What follows belongs to an exercise in optimizing a design on an open flow for small area, a short achievable clock period and few clock cycles per item; a production flow would make more cautious choices.
RTL that was checked went through simulation tests only; none was proved equivalent to the original.

## run 5
==> flow/design.v (excerpt) <==
module rgb_to_hsv_converter_top (
  input  logic        clk,
  input  logic        rst,
  input  logic        in_valid,
  output logic        in_stall,
  input  logic [7:0]  red,
  input  logic [7:0]  green,
  input  logic [7:0]  blue,
  output logic        out_valid,
  input  logic        out_stall,
  output logic [14:0] hue,
  output logic [14:0] saturation,
  output logic [14:0] brightness
);
Size in the first run: about 3000 cells after synthesis, roughly 460 flip-flops.
clock: 14.0 ns
lec_check: 0
abc_area: 1
cap_margin: 20
core_margin: 2
core_utilization: 60
slew_margin: 20
standard.sh (not shown) runs the stock make flow with config.mk's settings and CLKGATE_MAP_FILE= SYNTH_SCRIPT=/design/flow/synth_recipe.tcl, a recipe that flattens the netlist after the stock synthesis.
==> flow/flow/run.sh <==
#!/bin/bash
set -euo pipefail
bash standard.sh SETUP_SLACK_MARGIN=9.8 \
  "BUFFER_PORTS_ARGS=-buffer_cell sky130_fd_sc_hd__buf_2" \
  "CTS_ARGS=-sink_clustering_enable -repair_clock_nets -dont_use_dummy_load -buf_list sky130_fd_sc_hd__clkbuf_16 -sink_clustering_size 30" \
  finish > make_finish.log 2>&1
Testbench counts of run 5, summed over its fixed seeds: cycles 12,060, items 12,000.
Edits applied to the flow inputs when going from run 5 to run 2:
diff --git a/flow/design.v b/flow/design.v
--- a/flow/design.v
+++ b/flow/design.v
@@ -385,22 +385,37 @@
       p8_qs <= w56;
       p8_qh <= w60;
     end
   end
   wire [7:0] st61_r; wire st61_q;
   rhc_div_cell st61 (.r(p8_rs), .b(1'b0), .den(p8_Ds), .r_n(st61_r), .q(st61_q));
   wire [13:0] w62 = {p8_qs, st61_q};
   wire [7:0] st63_r; wire st63_q;
   rhc_div_cell st63 (.r(st61_r), .b(1'b0), .den(p8_Ds), .r_n(st63_r), .q(st63_q));
   wire [14:0] w64 = {w62, st63_q};
+  logic v9;
+  logic [2:0] p9_k;
+  logic [7:0] p9_Ds;
+  logic [14:0] p9_qs;
+  logic [11:0] p9_qh;
+  always_ff @(posedge clk) begin
+    if (rst) v9 <= 1'b0;
+    else if (adv) v9 <= v8;
+    if (adv) begin
+      p9_k <= p8_k;
+      p9_Ds <= p8_Ds;
+      p9_qs <= w64;
+      p9_qh <= p8_qh;
+    end
+  end
   wire [14:0] fin65_h, fin65_s, fin65_v;
-  rhc_final fin65 (.qs(w64), .qh(p8_qh), .k(p8_k), .mx(p8_Ds), .hue(fin65_h), .sat(fin65_s), .bri(fin65_v));
+  rhc_final fin65 (.qs(p9_qs), .qh(p9_qh), .k(p9_k), .mx(p9_Ds), .hue(fin65_h), .sat(fin65_s), .bri(fin65_v));
   always_ff @(posedge clk) begin
     if (rst) out_valid <= 1'b0;
-    else if (adv) out_valid <= v8;
+    else if (adv) out_valid <= v9;
     if (adv) begin
       hue        <= fin65_h;
       saturation <= fin65_s;
       brightness <= fin65_v;
     end
   end
 endmodule
Notes after the runs:
- In summary, run 2 completed successfully, with a layout that passed the timing, design-rule and antenna checks.
- Against run 5, die area in run 2 came out worse.
- On detailed route wirelength on metal2, the lower figure sits with run 5, not run 2.
- The biggest fanout along the worst timing path in run 2 sits 23 below the value recorded for run 5.
- Cmp run 2 vs run 5: multi-input logic cell count higher in run 2
- In run 2 the number of global-route vias before repair turned out about 0.75% higher than in run 5.
- Diff run 5 -> run 2: post-synthesis sequential area ratio up 2.4 points.
- For the final worst clock skew, run 2 came in 0.0061 ns higher than run 5 did.
Testbench counts of run 2, summed over its fixed seeds: cycles 12,066, items 12,000.

* * *

RTL: one of the versions met above, not the one the previous note started from.
Size in the first run: roughly 2,600 cells after synthesis, about 75 I/O pins, ~0.030 mm² of cells after synthesis.
==> module rhc_front, before the edit <==
module rhc_front (
  input  logic [7:0] r,
  input  logic [7:0] g,
  input  logic [7:0] b,
  output logic [7:0] d,
  output logic [7:0] dh,
  output logic [7:0] mx,
  output logic [7:0] np,
  output logic [2:0] k
);
  logic ge_rg, ge_rb, ge_gb, eq;
  logic [7:0] mn, md, na, nb;
  always_comb begin
    ge_rg = r >= g;
    ge_rb = r >= b;
    ge_gb = g >= b;
    eq = (r == g) && (g == b);
    if (ge_rg && ge_rb) begin         
      mx = r;
      if (ge_gb) begin md = g; mn = b; k = 3'd0; end
      else       begin md = b; mn = g; k = 3'd5; end
    end else if (ge_gb) begin         
      mx = g;
      if (!ge_rb) begin md = b; mn = r; k = 3'd2; end
      else        begin md = r; mn = b; k = 3'd1; end
    end else begin                    
      mx = b;
      if (ge_rg) begin md = r; mn = g; k = 3'd4; end
      else       begin md = g; mn = r; k = 3'd3; end
    end
    d  = mx - mn;
    na = k[0] ? mx : md;
    nb = k[0] ? md : mn;
    np = na - nb;
    dh = {d[7:1], d[0] | eq};
  end
endmodule
==> flow/config.mk <==
export PLATFORM = sky130hd
export DESIGN_NAME = rgb_to_hsv_converter_top
export DESIGN_NICKNAME = rgb_to_hsv_converter_top
export VERILOG_FILES = /design/flow/design.v
export SDC_FILE = /design/flow/constraint.sdc
export NUM_CORES = 4
export LEC_CHECK = 0
export CAP_MARGIN = 20
export CORE_MARGIN = 2
export CORE_UTILIZATION = 40
export SLEW_MARGIN = 20
==> flow/constraint.sdc <==
create_clock -name core_clock -period 14.0 [get_ports {clk}]
set_input_delay 2.8000 -clock core_clock [delete_from_list [all_inputs] [get_ports {clk}]]
set_output_delay 2.8000 -clock core_clock [all_outputs]
set_load 0.01 [all_outputs]
==> flow/flow/run.sh <==
#!/bin/bash
set -euo pipefail
bash standard.sh SETUP_SLACK_MARGIN=9.8 finish > make_finish.log 2>&1
The starting point finished with timing, DRC and antenna clean.
Testbench counts at the start, summed over its fixed seeds: cycles 12,066, items 12,000.
Change:
--- a/flow/design.v
+++ b/flow/design.v
@@ -62,36 +62,38 @@
   output logic [7:0] d,
   output logic [7:0] dh,
   output logic [7:0] mx,
   output logic [7:0] np,
   output logic [2:0] k
 );
+  logic [8:0] drg, dgr, dgb, dbg, dbr, drb;
   logic ge_rg, ge_rb, ge_gb, eq;
-  logic [7:0] mn, md, na, nb;
   always_comb begin
-    ge_rg = r >= g;
-    ge_rb = r >= b;
-    ge_gb = g >= b;
+    drg = {1'b0, r} - {1'b0, g};
+    dgr = {1'b0, g} - {1'b0, r};
+    dgb = {1'b0, g} - {1'b0, b};
+    dbg = {1'b0, b} - {1'b0, g};
+    dbr = {1'b0, b} - {1'b0, r};
+    drb = {1'b0, r} - {1'b0, b};
+    ge_rg = ~drg[8];
+    ge_rb = ~drb[8];
+    ge_gb = ~dgb[8];
     eq = (r == g) && (g == b);
     if (ge_rg && ge_rb) begin         
       mx = r;
-      if (ge_gb) begin md = g; mn = b; k = 3'd0; end
-      else       begin md = b; mn = g; k = 3'd5; end
+      if (ge_gb) begin d = drb[7:0]; k = 3'd0; np = dgb[7:0]; end    
+      else       begin d = drg[7:0]; k = 3'd5; np = drb[7:0]; end    
     end else if (ge_gb) begin         
       mx = g;
-      if (!ge_rb) begin md = b; mn = r; k = 3'd2; end
-      else        begin md = r; mn = b; k = 3'd1; end
+      if (!ge_rb) begin d = dgr[7:0]; k = 3'd2; np = dbr[7:0]; end   
+      else        begin d = dgb[7:0]; k = 3'd1; np = dgr[7:0]; end   
     end else begin                    
       mx = b;
-      if (ge_rg) begin md = r; mn = g; k = 3'd4; end
-      else       begin md = g; mn = r; k = 3'd3; end
+      if (ge_rg) begin d = dbg[7:0]; k = 3'd4; np = drg[7:0]; end    
+      else       begin d = dbr[7:0]; k = 3'd3; np = dbg[7:0]; end    
     end
-    d  = mx - mn;
-    na = k[0] ? mx : md;
-    nb = k[0] ? md : mn;
-    np = na - nb;
     dh = {d[7:1], d[0] | eq};
   end
 endmodule
 module rgb_to_hsv_converter_top (
   input  logic        clk,
   input  logic        rst,
Effect:
- cell count came out higher by 8.3%
- register-to-register slack degrades by 0.02 ns
- clock skew came out lower by 0.018 ns
- wire length came out higher by 23%
- global-route usage came out higher by 2.3 points
- synthesized cell count came out higher by 11%
- synthesized area came out higher by 8.0%
The RTL of the second run of this note was laid out without a check of its function.

-- static timing again, ports no longer ideal --
No port has a modelled driver above. Below, the same layouts with a new extraction and two added sets of constraints. Step 1, drivers: a clkbuf_16 drives clk and a buf_2 each remaining input, both assumed. Step 2 adds t to the input delays and takes it off the output delays; t is the mean of the earliest and latest rising clock arrival at the registers after step 1. Input paths then give back, and output paths get back, about the clock's delay inside the block. Three values: ideal, step 1, step 2; two values: the first two.
run	shift t [ns]	slack for setup (ns)	clock arrival spread, ns	worst register clock-pin slew, ns
run 5	0.625	9.880 / 9.818 / 9.371	0.049 / 0.049	0.06 / 0.06
run 2	0.641	9.878 / 9.818 / 9.354	0.057 / 0.057	0.06 / 0.06
the first run of note 2	0.657	9.888 / 9.860 / 9.268	0.035 / 0.035	0.06 / 0.06
the second run of note 2	0.673	9.890 / 9.831 / 9.267	0.020 / 0.019	0.06 / 0.06
After both steps setup and hold are still met in every run listed. The setup slack of the second run of note 2, which loses most, moves by -0.059 ns with the drivers and by -0.623 ns with both steps.
